Source: an optimization exercise on an open RTL-to-GDS flow (aim: small area). Production flows keep margins and buffers that such runs may drop.
Function was checked by simulation only, so behaviour that the tests miss may differ from the original.
Power figures rest on the tool's default switching activity, not on a simulated workload.

## v39
==> flow/design.v (excerpt) <==
module toy_correlator (
  input  logic       vis_clock,
  input  logic       vis_reset,
  input  logic       sig_valid_i,
  input  logic [3:0] sig_idata_i,
  input  logic [3:0] sig_qdata_i,
  input  logic       m_tready_i,
  output logic       vis_start_o,
  output logic       vis_frame_o,
  output logic       m_tvalid_o,
  output logic [7:0] m_tdata_o,
  output logic       m_tlast_o,
  output logic       vis_overflow_o
);
==> module vis_fifo, before the edit <==
module vis_fifo #(
  parameter int W = 13
) (
  input  logic        vis_clock,
  input  logic        vis_reset,
  input  logic        wr_i,
  input  logic [W-1:0] word_i,
  input  logic        ready_i,
  output logic        valid_o,
  output logic [W-1:0] word_o,     
  output logic        overflow_o
);
  logic [W-1:0] sh [8];
  logic [3:0]  count;
  logic        full;
  logic        push;
  logic        pop;
  assign full    = count[3];   
  assign valid_o = (count != 4'd0);
  assign push    = wr_i && !full;
  assign pop     = valid_o && ready_i;
  assign word_o  = sh[3'(count - 1'b1)];
  always_ff @(posedge vis_clock) begin
    if (push) begin
      sh[0] <= word_i;
      for (int i = 1; i < 8; i++) sh[i] <= sh[i-1];
    end
  end
  always_ff @(posedge vis_clock) begin
    if (vis_reset) begin
      count      <= '0;
      overflow_o <= 1'b0;
    end else begin
      count <= count + 4'(push) - 4'(pop);
      if (wr_i && full) overflow_o <= 1'b1;
    end
  end
endmodule
==> module byte_serializer, before the edit <==
module byte_serializer (
  input  logic        vis_clock,
  input  logic        vis_reset,
  input  logic        valid_i,
  input  logic [11:0] word_i,      
  input  logic        m_tready_i,
  output logic        ready_o,
  output logic        m_tvalid_o,
  output logic [7:0]  m_tdata_o,
  output logic        m_tlast_o
);
  logic        busy;
  logic [2:0]  idx;
  logic [10:0] sc;
  logic [11:0] sw;
  logic        slast;
  logic [6:0]  dv;
  assign ready_o = !busy;
  always_ff @(posedge vis_clock) begin
    if (vis_reset) begin
      busy <= 1'b0;
      idx  <= '0;
    end else if (valid_i && !busy) begin
      busy <= 1'b1;
      idx  <= '0;
    end else if (busy && m_tready_i) begin
      idx <= idx + 1'b1;
      if (idx == 3'd7) busy <= 1'b0;
    end
  end
  always_ff @(posedge vis_clock) begin
    if (valid_i && !busy) {sc, slast} <= word_i;
  end
  assign sw = sc[10] ? {sc[9], sc[9] ? 5'd0 : sc[4:0], sc[8], sc[8] ? 5'd0 : sc[4:0]}
                     : {1'b0, sc[9:5], 1'b0, sc[4:0]};
  logic [6:0] sum;
  assign sum = {1'b0, sw[11:6]} + ({1'b0, sw[5:0]} ^ {7{idx[2]}}) + 7'(idx[2]);
  assign dv  = idx[2] ? sum : {sum[6:5] - 2'd1, sum[4:0]};
  assign m_tvalid_o = busy;
  assign m_tdata_o  = (idx[1:0] == 2'd0) ? {dv, 1'b0} : {8{dv[6]}};
  assign m_tlast_o  = busy && slast && (idx == 3'd7);
endmodule
==> module toy_correlator, before the edit <==
module toy_correlator (
  input  logic       vis_clock,
  input  logic       vis_reset,
  input  logic       sig_valid_i,
  input  logic [3:0] sig_idata_i,
  input  logic [3:0] sig_qdata_i,
  input  logic       m_tready_i,
  output logic       vis_start_o,
  output logic       vis_frame_o,
  output logic       m_tvalid_o,
  output logic [7:0] m_tdata_o,
  output logic       m_tlast_o,
  output logic       vis_overflow_o
);
  logic [2:0] wcnt;      
  logic [1:0] blk;       
  logic       rst_d;     
  logic       block_done;
  logic       frame_end;
  assign block_done = sig_valid_i && (wcnt == 3'd7);
  assign frame_end  = block_done && (blk == 2'd3) && !vis_reset;
  always_ff @(posedge vis_clock) begin
    rst_d <= vis_reset;
    if (vis_reset) begin
      wcnt        <= '0;
      blk         <= '0;
      vis_start_o <= 1'b0;
      vis_frame_o <= 1'b0;
    end else begin
      if (sig_valid_i) wcnt <= wcnt + 1'b1;
      if (block_done) blk <= blk + 1'b1;
      vis_start_o <= block_done && !vis_frame_o;
      if (block_done) vis_frame_o <= 1'b1;
    end
  end
  logic [6:0] pend;
  logic [2:0] ph;
  logic       strobe;
  logic [5:0] sel;
  logic       wr;
  assign strobe = pend[6] && (ph == 3'd1);
  assign wr     = strobe && !pend[0];
  always_comb begin
    for (int k = 0; k < 6; k++) sel[k] = strobe && pend[k+1] && !pend[k];
  end
  always_ff @(posedge vis_clock) begin
    ph <= frame_end ? 3'd0 : ph + 1'b1;
    if (vis_reset) begin
      pend <= '0;
    end else if (frame_end) begin
      pend <= '1;
    end else if (strobe) begin
      pend <= {pend[5:0], 1'b0};
    end
  end
  logic [11:0] acc_word;
  logic [10:0] acc_code;
  logic        x5, y5;
  logic        q_valid;
  logic        q_ready;
  logic [11:0] q_code;
  assign x5       = acc_word[11];
  assign y5       = acc_word[5];
  assign acc_code = (x5 || y5) ? {1'b1, x5, y5, 3'b000, (y5 && !x5) ? acc_word[10:6] : acc_word[4:0]}
                               : {1'b0, acc_word[10:6], acc_word[4:0]};
  vis_accumulator u_accum (
    .vis_clock   (vis_clock),
    .vis_reset   (vis_reset),
    .rst_d       (rst_d),
    .frame_end   (frame_end),
    .sig_valid_i (sig_valid_i),
    .sig_idata_i (sig_idata_i),
    .sig_qdata_i (sig_qdata_i),
    .pend        (pend[6:1]),
    .sel         (sel),
    .word_o      (acc_word)
  );
  vis_fifo #(.W(12)) u_fifo (
    .vis_clock  (vis_clock),
    .vis_reset  (vis_reset),
    .wr_i       (wr),
    .word_i     ({acc_code, sel[5]}),
    .ready_i    (q_ready),
    .valid_o    (q_valid),
    .word_o     (q_code),
    .overflow_o (vis_overflow_o)
  );
  byte_serializer u_serializer (
    .vis_clock  (vis_clock),
    .vis_reset  (vis_reset),
    .valid_i    (q_valid),
    .word_i     (q_code),
    .m_tready_i (m_tready_i),
    .ready_o    (q_ready),
    .m_tvalid_o (m_tvalid_o),
    .m_tdata_o  (m_tdata_o),
    .m_tlast_o  (m_tlast_o)
  );
endmodule
==> flow/config.mk <==
export PLATFORM = sky130hd
export DESIGN_NAME = toy_correlator
export DESIGN_NICKNAME = toy_correlator
export VERILOG_FILES = /design/flow/design.v
export SDC_FILE = /design/flow/constraint.sdc
export NUM_CORES = 4
export LEC_CHECK = 0
export CAP_MARGIN = 0
export CORE_MARGIN = 2
export CORE_UTILIZATION = 70
export SLEW_MARGIN = 0
==> flow/constraint.sdc <==
create_clock -name core_clock -period 6.0 [get_ports {vis_clock}]
set_input_delay 1.2000 -clock core_clock [delete_from_list [all_inputs] [get_ports {vis_clock}]]
set_output_delay 1.2000 -clock core_clock [all_outputs]
set_load 0.01 [all_outputs]
standard.sh (not shown) runs the stock make flow with config.mk's settings and CLKGATE_MAP_FILE= SYNTH_SCRIPT=/design/flow/synth_recipe.tcl, a recipe that flattens the netlist after the stock synthesis.
==> flow/flow/run.sh <==
#!/bin/bash
# Own synthesis (flow/synth.tcl: the standard one with an area-oriented ABC
# mapping), then the standard layout from the synthesized netlist, with the
# smallest buffer on each port and a clock tree without dummy loads.
set -euo pipefail
W=$(pwd)
export OWN_ABC_SCRIPT="$W/flow/area.abc"
export BUFFER_PORTS_ARGS="-buffer_cell sky130_fd_sc_hd__buf_1"
export CTS_ARGS="-sink_clustering_enable -repair_clock_nets -sink_clustering_size 16 -sink_clustering_max_diameter 60 -buf_list sky130_fd_sc_hd__clkbuf_8 -dont_use_dummy_load"
sed -e "s#SYNTH_SCRIPT=[^ ]*#SYNTH_SCRIPT=$W/flow/synth.tcl#" standard.sh > own_synth.sh
bash own_synth.sh synth > synth.log 2>&1
bash standard.sh > standard.log 2>&1
==> flow/flow/area.abc <==
&get -n
&st
&dch
&nf -R 1000 -p -F 8 -A 4
&put
&get -n
&st
&dch
&nf -R 1000 -p -F 8 -A 4
&put
&get -n
&st
&dch
&nf -R 1000 -p -F 8 -A 4
&put
==> flow/flow/synth.tcl <==
# synth_recipe.tcl (the standard synthesis), with the final ABC mapping run for
# area and the arithmetic left to ABC instead of fixed half/full-adder cells.
# Flip-flops are mapped before ABC runs, so the registers, their names and
# cell types are those of the standard synthesis.
proc synth {args} { yosys synth -nofsm -noshare {*}$args }
proc extract_fa {args} { }
proc abc {args} {
  foreach o {-script -D} {
    set i [lsearch -exact $args $o]
    if { $i >= 0 } { set args [lreplace $args $i [expr {$i + 1}]] }
  }
  yosys abc {*}$args -script $::env(OWN_ABC_SCRIPT)
}
source $::env(SCRIPTS_DIR)/synth.tcl
# left out here: clear keep_hierarchy, flatten, clean up, hide names made inside functions, write 1_2_yosys.v
The inputs of v4 differ from those of v39 as listed below.
==> flow/design.v, changed modules only <==
module vis_fifo (
  input  logic        vis_clock,
  input  logic        vis_reset,
  input  logic        wr_i,
  input  logic [12:0] word_i,
  input  logic        ready_i,
  output logic        valid_o,
  output logic [12:0] word_o,     
  output logic        overflow_o
);
  logic [12:0] sh [9];
  logic [3:0]  count;
  logic        full;
  logic        push;
  logic        pop;
  assign full    = count[3];   
  assign valid_o = (count != 4'd0);
  assign push    = wr_i && !full;
  assign pop     = valid_o && ready_i;
  assign word_o  = sh[count];
  always_ff @(posedge vis_clock) begin
    if (push) begin
      sh[0] <= word_i;
      for (int i = 1; i < 9; i++) sh[i] <= sh[i-1];
    end
  end
  always_ff @(posedge vis_clock) begin
    if (vis_reset) begin
      count      <= '0;
      overflow_o <= 1'b0;
    end else begin
      count <= count + 4'(push) - 4'(pop);
      if (wr_i && full) overflow_o <= 1'b1;
    end
  end
endmodule
module byte_serializer (
  input  logic        vis_clock,
  input  logic        vis_reset,
  input  logic        valid_i,
  input  logic [12:0] word_i,
  input  logic        m_tready_i,
  output logic        ready_o,
  output logic        m_tvalid_o,
  output logic [7:0]  m_tdata_o,
  output logic        m_tlast_o
);
  logic        busy;
  logic [2:0]  idx;
  logic [11:0] sw;
  logic        slast;
  logic [6:0]  dv;
  assign ready_o = !busy;
  always_ff @(posedge vis_clock) begin
    if (vis_reset) begin
      busy <= 1'b0;
      idx  <= '0;
    end else if (valid_i && !busy) begin
      busy <= 1'b1;
      idx  <= '0;
    end else if (busy && m_tready_i) begin
      idx <= idx + 1'b1;
      if (idx == 3'd7) busy <= 1'b0;
    end
  end
  assign {sw, slast} = word_i;
  logic [6:0] sum;
  assign sum = {1'b0, sw[11:6]} + ({1'b0, sw[5:0]} ^ {7{idx[2]}}) + 7'(idx[2]);
  assign dv  = idx[2] ? sum : {sum[6:5] - 2'd1, sum[4:0]};
  assign m_tvalid_o = busy;
  assign m_tdata_o  = (idx[1:0] == 2'd0) ? {dv, 1'b0} : {8{dv[6]}};
  assign m_tlast_o  = busy && slast && (idx == 3'd7);
endmodule
module toy_correlator (
  input  logic       vis_clock,
  input  logic       vis_reset,
  input  logic       sig_valid_i,
  input  logic [3:0] sig_idata_i,
  input  logic [3:0] sig_qdata_i,
  input  logic       m_tready_i,
  output logic       vis_start_o,
  output logic       vis_frame_o,
  output logic       m_tvalid_o,
  output logic [7:0] m_tdata_o,
  output logic       m_tlast_o,
  output logic       vis_overflow_o
);
  logic [2:0] wcnt;      
  logic [1:0] blk;       
  logic       rst_d;     
  logic       block_done;
  logic       frame_end;
  assign block_done = sig_valid_i && (wcnt == 3'd7);
  assign frame_end  = block_done && (blk == 2'd3) && !vis_reset;
  always_ff @(posedge vis_clock) begin
    rst_d <= vis_reset;
    if (vis_reset) begin
      wcnt        <= '0;
      blk         <= '0;
      vis_start_o <= 1'b0;
      vis_frame_o <= 1'b0;
    end else begin
      if (sig_valid_i) wcnt <= wcnt + 1'b1;
      if (block_done) blk <= blk + 1'b1;
      vis_start_o <= block_done && !vis_frame_o;
      if (block_done) vis_frame_o <= 1'b1;
    end
  end
  logic [6:0] pend;
  logic [2:0] ph;
  logic       strobe;
  logic [5:0] sel;
  logic       wr;
  assign strobe = pend[6] && (ph == 3'd1);
  assign wr     = strobe && !pend[0];
  always_comb begin
    for (int k = 0; k < 6; k++) sel[k] = strobe && pend[k+1] && !pend[k];
  end
  always_ff @(posedge vis_clock) begin
    ph <= frame_end ? 3'd0 : ph + 1'b1;
    if (vis_reset) begin
      pend <= '0;
    end else if (frame_end) begin
      pend <= '1;
    end else if (strobe) begin
      pend <= {pend[5:0], 1'b0};
    end
  end
  logic [11:0] acc_word;
  logic        q_valid;
  logic        q_ready;
  logic [12:0] q_word;
  vis_accumulator u_accum (
    .vis_clock   (vis_clock),
    .vis_reset   (vis_reset),
    .rst_d       (rst_d),
    .frame_end   (frame_end),
    .sig_valid_i (sig_valid_i),
    .sig_idata_i (sig_idata_i),
    .sig_qdata_i (sig_qdata_i),
    .pend        (pend[6:1]),
    .sel         (sel),
    .word_o      (acc_word)
  );
  vis_fifo u_fifo (
    .vis_clock  (vis_clock),
    .vis_reset  (vis_reset),
    .wr_i       (wr),
    .word_i     ({acc_word, sel[5]}),
    .ready_i    (q_ready),
    .valid_o    (q_valid),
    .word_o     (q_word),
    .overflow_o (vis_overflow_o)
  );
  byte_serializer u_serializer (
    .vis_clock  (vis_clock),
    .vis_reset  (vis_reset),
    .valid_i    (q_valid),
    .word_i     (q_word),
    .m_tready_i (m_tready_i),
    .ready_o    (q_ready),
    .m_tvalid_o (m_tvalid_o),
    .m_tdata_o  (m_tdata_o),
    .m_tlast_o  (m_tlast_o)
  );
endmodule
Findings:
v4: no failed stages, no open violations at the end. Going from v39 to v4, register share of total power shrinks by 2.7 points. Of v4 and v39, v39 shows the higher worst setup slack, with v4 below it. | setup slack at placement | v4 vs v39 | worse |. v39 → v4: global-route usage picked up an extra 0.30 points; largest clock skew in the final design climbed 0.0077 ns; via count higher. Diff v39 -> v4: fraction of area in multi-input gates shows a reduction of 1.5 points; detailed-route wire length shows an increase of 6.3%; core utilization shows an increase of 1.7 points. Number of buffers other than clock buffers in the final layout | v4 above v39. Compared with v39, v4 shows a higher post-route minimum period. Area taken by flip-flops and latches | v4 above v39. Compared with v39, v4 shows adder-cell share of the synthesized area higher by 0.30 points.

[what the ideal ports hide]
The flow's constraints put no driver on any port. The routed layouts listed below were extracted and timed again, unchanged, in two steps.
Step 1, drivers: a clkbuf_16 drives vis_clock and a buf_2 each remaining input, both assumed.
Step 2 also shifts input and output timing later by t, the mid clock arrival at the registers, as if the neighbouring blocks saw the same clock.
Three values: ideal, step 1, step 2; two values: the first two.
run	t (ns)	setup WS [ns]	latest minus earliest clock arrival (ns)
v39	0.545	0.852 / 0.812 / 1.358	0.045 / 0.045
v4	0.543	0.233 / 0.196 / 0.739	0.052 / 0.052
After both steps setup and hold are still met in every run listed.
